Source: an optimization exercise on an open RTL-to-GDS flow (aim: small area and a short achievable clock period). Production flows keep margins and buffers that such runs may drop. The RTL was checked by simulation tests, not by an equivalence proof against the original design. No activity file was given, so power comes from the tool's default toggle rates.

**flow/run.sh**
```bash
#!/bin/bash
# synth_recipe.tcl (not shown) runs the flow's synth.tcl, then flattens the netlist and writes it again
# the make line also repeats each setting of config.mk as NAME=value (left out here)
make -C /OpenROAD-flow-scripts/flow DESIGN_CONFIG=/design/flow/config.mk WORK_HOME=/design/flow/orfs CLKGATE_MAP_FILE= SYNTH_SCRIPT=/design/flow/synth_recipe.tcl finish
```
**flow/config.mk**
```make
export PLATFORM = sky130hd
export DESIGN_NAME = load_order_queue
export DESIGN_NICKNAME = load_order_queue
export VERILOG_FILES = /design/flow/design.v
export SDC_FILE = /design/flow/constraint.sdc
export NUM_CORES = 4
export LEC_CHECK = 0
export CAP_MARGIN = 20
export CORE_MARGIN = 2
export CORE_UTILIZATION = 25
export PLACE_DENSITY = 0.45
export SETUP_SLACK_MARGIN = 0.4
export SLEW_MARGIN = 20
```
**flow/constraint.sdc**
```tcl
create_clock -name core_clock -period 6.0 [get_ports {clk}]
set_input_delay 1.2000 -clock core_clock [delete_from_list [all_inputs] [get_ports {clk}]]
set_output_delay 1.2000 -clock core_clock [all_outputs]
set_load 0.01 [all_outputs]
```
**flow/design.v**
```verilog
`default_nettype none
module lq_violation_select #(
    parameter int NUM_PORTS = 2,
    parameter int SQN_W     = 6,
    parameter int PORT_W    = (NUM_PORTS > 1) ? $clog2(NUM_PORTS) : 1
) (
    input  wire logic [NUM_PORTS-1:0]       i_flag,
    input  wire logic [NUM_PORTS*SQN_W-1:0] i_sqn,
    output logic      [PORT_W-1:0]          o_idx,
    output logic                            o_valid
);
    logic             found;
    logic [SQN_W-1:0] best;
    logic [SQN_W-1:0] cur;
    logic [SQN_W-1:0] diff;
    always_comb begin
        found = 1'b0;
        best  = '0;
        o_idx = '0;
        for (int i = 0; i < NUM_PORTS; i++) begin
            cur  = i_sqn[i*SQN_W +: SQN_W];
            diff = cur - best;
            if (i_flag[i] && (!found || diff[SQN_W-1])) begin
                found = 1'b1;
                best  = cur;
                o_idx = PORT_W'(i);
            end
        end
        o_valid = found;
    end
endmodule
`default_nettype wire
`default_nettype none
module load_order_queue #(
    parameter int NUM_PORTS   = 2,
    parameter int NUM_ENTRIES = 16,
    parameter int COMMIT_W    = 2
) (
    input  wire logic                       clk,
    input  wire logic                       rst,
    input  wire logic [5:0]                 IN_commitSqN,
    input  wire logic [NUM_PORTS-1:0]       IN_valid,
    input  wire logic [NUM_PORTS-1:0]       IN_isLoad,
    input  wire logic [NUM_PORTS*32-1:0]    IN_pc,
    input  wire logic [NUM_PORTS*32-1:0]    IN_addr,
    input  wire logic [NUM_PORTS*2-1:0]     IN_size,
    input  wire logic [NUM_PORTS*6-1:0]     IN_sqN,
    input  wire logic [NUM_PORTS*6-1:0]     IN_loadSqN,
    input  wire logic [NUM_PORTS*6-1:0]     IN_storeSqN,
    input  wire logic                       IN_branch_taken,
    input  wire logic [5:0]                 IN_branch_sqN,
    input  wire logic [5:0]                 IN_branch_loadSqN,
    input  wire logic                       IN_branch_flush,
    output logic                            OUT_branch_taken,
    output logic [31:0]                     OUT_branch_dstPC,
    output logic [5:0]                      OUT_branch_sqN,
    output logic [5:0]                      OUT_branch_storeSqN,
    output logic [5:0]                      OUT_branch_loadSqN,
    output logic                            OUT_branch_flush,
    output logic [5:0]                      OUT_maxLoadSqN
);
    localparam int SQN_W  = 6;
    localparam int IDX_W  = $clog2(NUM_ENTRIES);
    function automatic logic is_older(input logic [SQN_W-1:0] a, input logic [SQN_W-1:0] b);
        logic [SQN_W-1:0] d;
        d = a - b;
        is_older = d[SQN_W-1];
    endfunction
    function automatic logic [3:0] size_to_mask(input logic [1:0] size, input logic [1:0] off);
        case (size)
            2'd0:    size_to_mask = 4'b0001 << off;
            2'd1:    size_to_mask = off[1] ? 4'b1100 : 4'b0011;
            default: size_to_mask = 4'b1111;
        endcase
    endfunction
    localparam int PORT_W = (NUM_PORTS > 1) ? $clog2(NUM_PORTS) : 1;
    logic [NUM_ENTRIES-1:0]            ent_valid_q, ent_valid_d;
    logic [NUM_ENTRIES-1:0][SQN_W-1:0] ent_sqn_q,   ent_sqn_d;
    logic [NUM_ENTRIES-1:0][29:0]      ent_addr_q,  ent_addr_d;
    logic [NUM_ENTRIES-1:0][3:0]       ent_mask_q,  ent_mask_d;
    logic [SQN_W-1:0]                  head_q, head_d;
    logic [SQN_W-1:0]                  max_load_sqn_q, max_load_sqn_d;
    logic              br_taken_q, br_taken_d;
    logic [31:0]       br_pc_q,    br_pc_d;
    logic [SQN_W-1:0]  br_sqn_q,   br_sqn_d;
    logic [SQN_W-1:0]  br_ssqn_q,  br_ssqn_d;
    logic [SQN_W-1:0]  br_lsqn_q,  br_lsqn_d;
    logic [NUM_PORTS-1:0]            op_valid;
    logic [NUM_PORTS-1:0][SQN_W-1:0] op_sqn;
    logic [NUM_PORTS-1:0][29:0]      op_addr;
    logic [NUM_PORTS-1:0][3:0]       op_mask;
    logic [NUM_PORTS-1:0][IDX_W-1:0] op_idx;
    logic [NUM_PORTS-1:0] w_viol;
    logic [PORT_W-1:0]    w_sel_idx;
    logic                 w_sel_valid;
    always_comb begin
        for (int p = 0; p < NUM_PORTS; p++) begin
            op_sqn[p]   = IN_sqN[p*SQN_W +: SQN_W];
            op_valid[p] = IN_valid[p] &&
                          !(IN_branch_taken && is_older(IN_branch_sqN, op_sqn[p]));
            op_addr[p]  = IN_addr[p*32+2 +: 30];
            op_mask[p]  = size_to_mask(IN_size[p*2 +: 2], IN_addr[p*32 +: 2]);
            op_idx[p]   = IN_loadSqN[p*SQN_W +: IDX_W];
        end
    end
    always_comb begin
        for (int p = 0; p < NUM_PORTS; p++) begin
            w_viol[p] = 1'b0;
            if (op_valid[p] && !IN_isLoad[p]) begin
                for (int e = 0; e < NUM_ENTRIES; e++) begin
                    if (ent_valid_q[e] && (ent_addr_q[e] == op_addr[p]) &&
                        is_older(op_sqn[p], ent_sqn_q[e]) && (|(ent_mask_q[e] & op_mask[p])))
                        w_viol[p] = 1'b1;
                end
                for (int q = 0; q < NUM_PORTS; q++) begin
                    if (q != p && IN_isLoad[q] && op_valid[q] && (op_addr[q] == op_addr[p]) &&
                        is_older(op_sqn[p], op_sqn[q]) && (|(op_mask[q] & op_mask[p])))
                        w_viol[p] = 1'b1;
                end
            end
        end
    end
    lq_violation_select #(
        .NUM_PORTS (NUM_PORTS),
        .SQN_W     (SQN_W),
        .PORT_W    (PORT_W)
    ) u_sel (
        .i_flag  (w_viol),
        .i_sqn   (IN_sqN),
        .o_idx   (w_sel_idx),
        .o_valid (w_sel_valid)
    );
    always_comb begin
        br_taken_d = 1'b0;
        br_pc_d    = '0;
        br_sqn_d   = '0;
        br_lsqn_d  = '0;
        br_ssqn_d  = '0;
        if (w_sel_valid) begin
            br_taken_d = 1'b1;
            br_pc_d    = IN_pc[w_sel_idx*32 +: 32];
            br_sqn_d   = IN_sqN[w_sel_idx*SQN_W +: SQN_W];
            br_lsqn_d  = IN_loadSqN[w_sel_idx*SQN_W +: SQN_W];
            br_ssqn_d  = IN_storeSqN[w_sel_idx*SQN_W +: SQN_W];
        end
    end
    logic             go;
    logic [SQN_W-1:0] n;
    logic [IDX_W-1:0] idx;
    always_comb begin
        ent_valid_d = ent_valid_q;
        ent_sqn_d   = ent_sqn_q;
        ent_addr_d  = ent_addr_q;
        ent_mask_d  = ent_mask_q;
        head_d      = head_q;
        go          = 1'b1;
        n           = '0;
        idx         = '0;
        if (IN_branch_taken) begin
            for (int e = 0; e < NUM_ENTRIES; e++) begin
                if (is_older(IN_branch_sqN, ent_sqn_q[e])) ent_valid_d[e] = 1'b0;
            end
            if (IN_branch_flush) head_d = IN_branch_loadSqN;
        end else begin
            for (int i = 0; i < COMMIT_W; i++) begin
                idx = head_q[IDX_W-1:0] + IDX_W'(i);
                if (go && ent_valid_q[idx] && is_older(ent_sqn_q[idx], IN_commitSqN)) begin
                    ent_valid_d[idx] = 1'b0;
                    n = n + 1'b1;
                end else begin
                    go = 1'b0;
                end
            end
            head_d = head_q + n;
        end
        for (int p = 0; p < NUM_PORTS; p++) begin
            if (op_valid[p] && IN_isLoad[p]) begin
                ent_valid_d[op_idx[p]] = 1'b1;
                ent_sqn_d[op_idx[p]]   = op_sqn[p];
                ent_addr_d[op_idx[p]]  = op_addr[p];
                ent_mask_d[op_idx[p]]  = op_mask[p];
            end
        end
        max_load_sqn_d = head_d + SQN_W'(NUM_ENTRIES - 1);
    end
    always_ff @(posedge clk or posedge rst) begin
        if (rst) begin
            ent_valid_q    <= '0;
            ent_sqn_q      <= '0;
            ent_addr_q     <= '0;
            ent_mask_q     <= '0;
            head_q         <= '0;
            max_load_sqn_q <= SQN_W'(NUM_ENTRIES - 1);
            br_taken_q     <= 1'b0;
            br_pc_q        <= '0;
            br_sqn_q       <= '0;
            br_ssqn_q      <= '0;
            br_lsqn_q      <= '0;
        end else begin
            ent_valid_q    <= ent_valid_d;
            ent_sqn_q      <= ent_sqn_d;
            ent_addr_q     <= ent_addr_d;
            ent_mask_q     <= ent_mask_d;
            head_q         <= head_d;
            max_load_sqn_q <= max_load_sqn_d;
            br_taken_q     <= br_taken_d;
            br_pc_q        <= br_pc_d;
            br_sqn_q       <= br_sqn_d;
            br_ssqn_q      <= br_ssqn_d;
            br_lsqn_q      <= br_lsqn_d;
        end
    end
    assign OUT_branch_taken    = br_taken_q;
    assign OUT_branch_dstPC    = br_pc_q;
    assign OUT_branch_sqN      = br_sqn_q;
    assign OUT_branch_storeSqN = br_ssqn_q;
    assign OUT_branch_loadSqN  = br_lsqn_q;
    assign OUT_branch_flush    = 1'b0;
    assign OUT_maxLoadSqN      = max_load_sqn_q;
endmodule
`default_nettype wire
```
==> run summary <==
| Result | Value | Unit |
|:---|:---|:---|
| Outcome | timing/DRC/antenna clean | - |
| PwrDens | 514.8 | nW/um^2 |
| Data required time of the critical path | 6.71 | ns |
| Area growth from synthesis to layout | 42.23 | % |
| # setup viols final | 0 | - |
| Top cells by area, synth | sky130_fd_sc_hd__dfrtp_1 26%, sky130_fd_sc_hd__xnor2_1 9.5%, sky130_fd_sc_hd__ha_1 5.0%, sky130_fd_sc_hd__xor2_1 4.4%, sky130_fd_sc_hd__nand2_1 4.2% | - |
| Worst-case headroom to the max-slew limit | 21.44 | % |
| Worst Path Class, Setup | in2reg | - |
| Via-per-instance ratio | 6.268 | - |
| Total of flip-flops plus latches after synthesis | 719 | - |
| Post-synth EDFFs | 0 | - |
| Core footprint | 279100 | sq um |
| Warning count from the yosys run | 2 | - |
| Max Cap Violations | 0 | - |
| Clock root cell | sky130_fd_sc_hd__clkbuf_16 | - |
| Effective utilization at floorplan | 25.12 | % |
| Die ar. | 284800 | sq um |
| Clock network latency to the later pin of the worst-skew pair | 0.92 | ns |
| Per-instance average area after synthesis | 8.259 | sq um |
| Number of rows in the core area | 194 | - |
| Area fraction of the dominant cell type after synthesis | 25.51 | % |
| Max FO, Critical Path | 9 | - |
| Number of cells produced by synthesis | 8491 | - |
| Most instantiated flip-flop cell in the synthesis netlist | sky130_fd_sc_hd__dfrtp_1 | - |
| Net count after synthesis | 8980 | - |
| Worst endpoint data arrival time | 6.36 | ns |
| Number of global-route vias before repair | 85.19k | - |
| Worst IR drop on VDD | 281.9 | uV |
| Final worst path period share | 94.14 | % |
| Initial antenna violation count | 50 | - |
| Remaining antenna violation count after routing | 0 | - |
| Total count of max-transition violations in the final report | 0 | - |
| Final setup TNS | 0 | ns |
| Die width | 533.6 | microns |
| Quantity of hold-fixing buffers added after cts | 0 | - |
| CTS tree | built | - |
| Worst setup EP type | flop | - |
| Final Hold Violating Endpoints | 0 | - |
| TritonRoute pass-1 iters | 8 | - |
| Vert. Die Dim | 533.6 | microns |
| DRC violations left | 0 | - |
| Worst hold-check path type | reg2reg | - |
| Initial DRC count | 12.34k | - |
| Static power due to leakage | 0.04091 | uW |
| Final Wtd Congestion | 1.084 | - |
| Clk pin slew, worst setup/hold paths | 0.06 | ns |
| Maximum buffer depth of the clock tree | 4 | - |
| Startpoint Class | input port | - |
| Total number of vias | 89.05k | - |
| Worst clock skew on the final layout | 0.09463 | ns |
| Nets | 10.87k | - |
| Setup repair after global routing missed its margin | false | - |
| Total number of clock tree sinks | 719 | - |
| Final worst-path setup slack | 0.3519 | ns |
| Setup Slack @ Placement | -1.322 | ns |
| Slew of the pin with the lowest slew margin | 1.168 | ns |
| Netlist Area Pre-Place | 70130 | sq um |
| Final critical-path required period | 5.648 | ns |
| Tot GR Track Use | 45.51 | % |
| Remaining global-route overflow | 0 | - |
| Portion of the post-synthesis area used by sequential elements | 25.66 | % |
| Port Buffers | 250 | - |
| Post-synthesis cell type with the largest combined area | sky130_fd_sc_hd__dfrtp_1 | - |
| Distinct cell type count after synthesis | 119 | - |
| Maximum number of pins on one net before global-route repair | 103 | - |
| I/O pin total | 252 | - |
| Highest attainable clock frequency | 0.1770 | GHz |
| Ratio of cells with drive above 1 in the final layout | 27.05 | % |
| Aggregate routed wire length | 673000 | microns |
| Wire length of the first global-routing pass | 863000 | microns |
| Number of levels in the clock H-tree | 3 | - |
| Async set or reset register ratio after synthesis | 100.0 | % |
| Post-detail-place hpwl | 540900 | microns |
| Post-DR wirelength/cell | 47.37 | microns |
| Cts bufs inserted | 106 | - |
## worst max-delay path: stages
cell	delay (ns)
sky130_fd_sc_hd__buf_2	0.36
sky130_fd_sc_hd__buf_12	0.25
sky130_fd_sc_hd__buf_4	0.18
sky130_fd_sc_hd__xnor2_1	0.11
sky130_fd_sc_hd__nand4_1	0.12
sky130_fd_sc_hd__nor4_1	0.80
sky130_fd_sc_hd__buf_4	0.26
sky130_fd_sc_hd__o211ai_1	0.13
sky130_fd_sc_hd__o32ai_2	0.22
sky130_fd_sc_hd__nor4_4	0.12
sky130_fd_sc_hd__and4_4	0.24
sky130_fd_sc_hd__or3_4	0.39
sky130_fd_sc_hd__or2_1	0.22
sky130_fd_sc_hd__ha_1	0.27
sky130_fd_sc_hd__a21oi_1	0.14
sky130_fd_sc_hd__nor2b_1	0.07
sky130_fd_sc_hd__o21ai_1	0.14
sky130_fd_sc_hd__nand2b_1	0.09
sky130_fd_sc_hd__a21oi_2	0.18
sky130_fd_sc_hd__xnor2_2	0.11
sky130_fd_sc_hd__nor4_4	0.25
sky130_fd_sc_hd__buf_6	0.19
sky130_fd_sc_hd__clkbuf_16	0.17
sky130_fd_sc_hd__o22ai_1	0.09
## state kept, by name, summed over array words and instances, names as in the netlist
register	cells
ent_addr_q	480
br_pc_q	32
head_q	6
ent_sqn_q	96
br_sqn_q	6
ent_valid_q	16
br_ssqn_q	6
br_taken_q	1
max_load_sqn_q	6
br_lsqn_q	6
ent_mask_q	64
## metal layers
metal	routed length [microns]	GRT usage [%]
met5	164	0
met4	74190	40.22
met2	280000	67.23
met1	251900	53.94
met3	66740	12.67
## report_power, final
part	internal [uW]	switching, uW
combinational	12800	20100
clock	4330	2850
sequential	6770	4510
total	23900	27400
## final timing paths
path	depth (start not counted)	endpoint	slack, ns	start
max in group asynchronous	4	ent_addr_q[86]	3.61	rst
min in group asynchronous	2	ent_addr_q[26]	0.95	rst
worst max register to register	22	max_load_sqn_q[5]	0.64	head_q[0]
worst max-delay path	24	br_lsqn_q[2]	0.35	IN_addr[8]
worst min-delay path	1	ent_addr_q[371]	0.56	ent_addr_q[371]
worst min register to register	1	ent_addr_q[371]	0.56	ent_addr_q[371]
## layout by cell type, fill, tap and decap left out, drive strengths merged, types with 33 or more instances in the layout
cell and count:
a211oi 54, a21o 114, a21oi 421, a221o 59
a22o 91, a22oi 350, a31oi 53, a32oi 82
and2 70, and3 66, buf 2271, clkbuf 151
clkdlybuf4s50 181, dfrtp 715, ha 282, inv 158
mux2i 148, mux4 100, nand2 795, nand2b 88
nand3 244, nand4 238, nor2 624, nor3 172
nor3b 55, nor4 154, o211ai 114, o21ai 430
o221ai 48, o22ai 399, o32ai 33, or3 40
or4b 51, xnor2 769, xor2 354
## cell usage after synthesis, drive strengths merged, types with 82 or more instances
cell type / n
nand2b: 88
dfrtp: 715
o21ai: 430
mux2i: 148
xor2: 354
a21o: 114
buf: 341
a32oi: 82
clkbuf: 339
mux4: 100
nand2: 795
nor4: 154
nand4: 238
ha: 282
nor3: 172
nand3: 244
xnor2: 769
nor2: 624
o211ai: 114
o22ai: 399
a22oi: 350
a21oi: 421
a22o: 91
inv: 155
## repair_timing
| action | CTS | global route |
|---|---|---|
| endpoints found under the setup margin | 86 | 357 |
| gates resized for setup | 25 | 106 |
| buffers inserted | 6 | 24 |
| pin swaps | 5 | 29 |
| cloned | 0 | 5 |
## cell families (layout without fill, tap and decap cells)
logic type	Yosys count	in the layout	share of synthesized area, %
and+or+nand+nor	2717	2717	19.31
buffers and inverters	840	2806	5.226
adders and majority gates	295	295	5.403
other	1	27	0.005348
xor gates and xnor gates	1123	1123	14.13
DFF	719	719	25.66
AOI/OAI and AO/OA	2531	2531	24.66
muxes	265	265	5.608
## layout make-up
class / instances / area, sq um
tap: 3724 / 4659
fill: 29040 / 179400
multi-input combinational: 6932 / 49560
antenna: 26 / 65.06
sequential: 719 / 18000
clock buffer: 146 / 2993
inverter: 159 / 616.8
timing repair buffer: 2459 / 23060
clock inverter: 42 / 780.7
## per-stage QoR
step                util, %  power [uW]  area, sq um  hold slack [ns]  std cells
floorplan                 -       21420        70230           0.4905       8491
CTS                   35.41       49530        98840           0.5536      14150
finish                35.73       51340        99740           0.5623      14210
global route          35.71       51750        99680           0.5804      14190
detailed placement    33.99       42080        94890           0.5404      13960
global placement      33.99       42240        94880           0.5455      13960

-- what the ideal ports hide --
No port has a modelled driver above. Below, the same layout with a new extraction and two added sets of constraints.
Step 1: set_driving_cell puts a clkbuf_16 on clk and a buf_2 on each other input, an assumption about the parent block.
Step 2 times the ports against the registers' clock, not the clock port: input delays grow and output delays shrink by t, the midpoint of the rising clock arrivals with the driver on.
Slacks: ideal ports / drivers / drivers and shift; pairs: ideal ports / drivers.
t (ns): 0.972
setup slack, ns: 0.352 / 0.438 / -0.534
hold WS [ns]: 0.562 / 0.562 / 0.562
latest minus earliest clock arrival (ns): 0.117 / 0.117
worst slew at a driven data input, ns: 0.15
Met with ideal ports but missed after step 2: setup timing in this run. For this run, drivers alone change the setup slack by +0.086 ns; drivers and shift together by -0.886 ns.
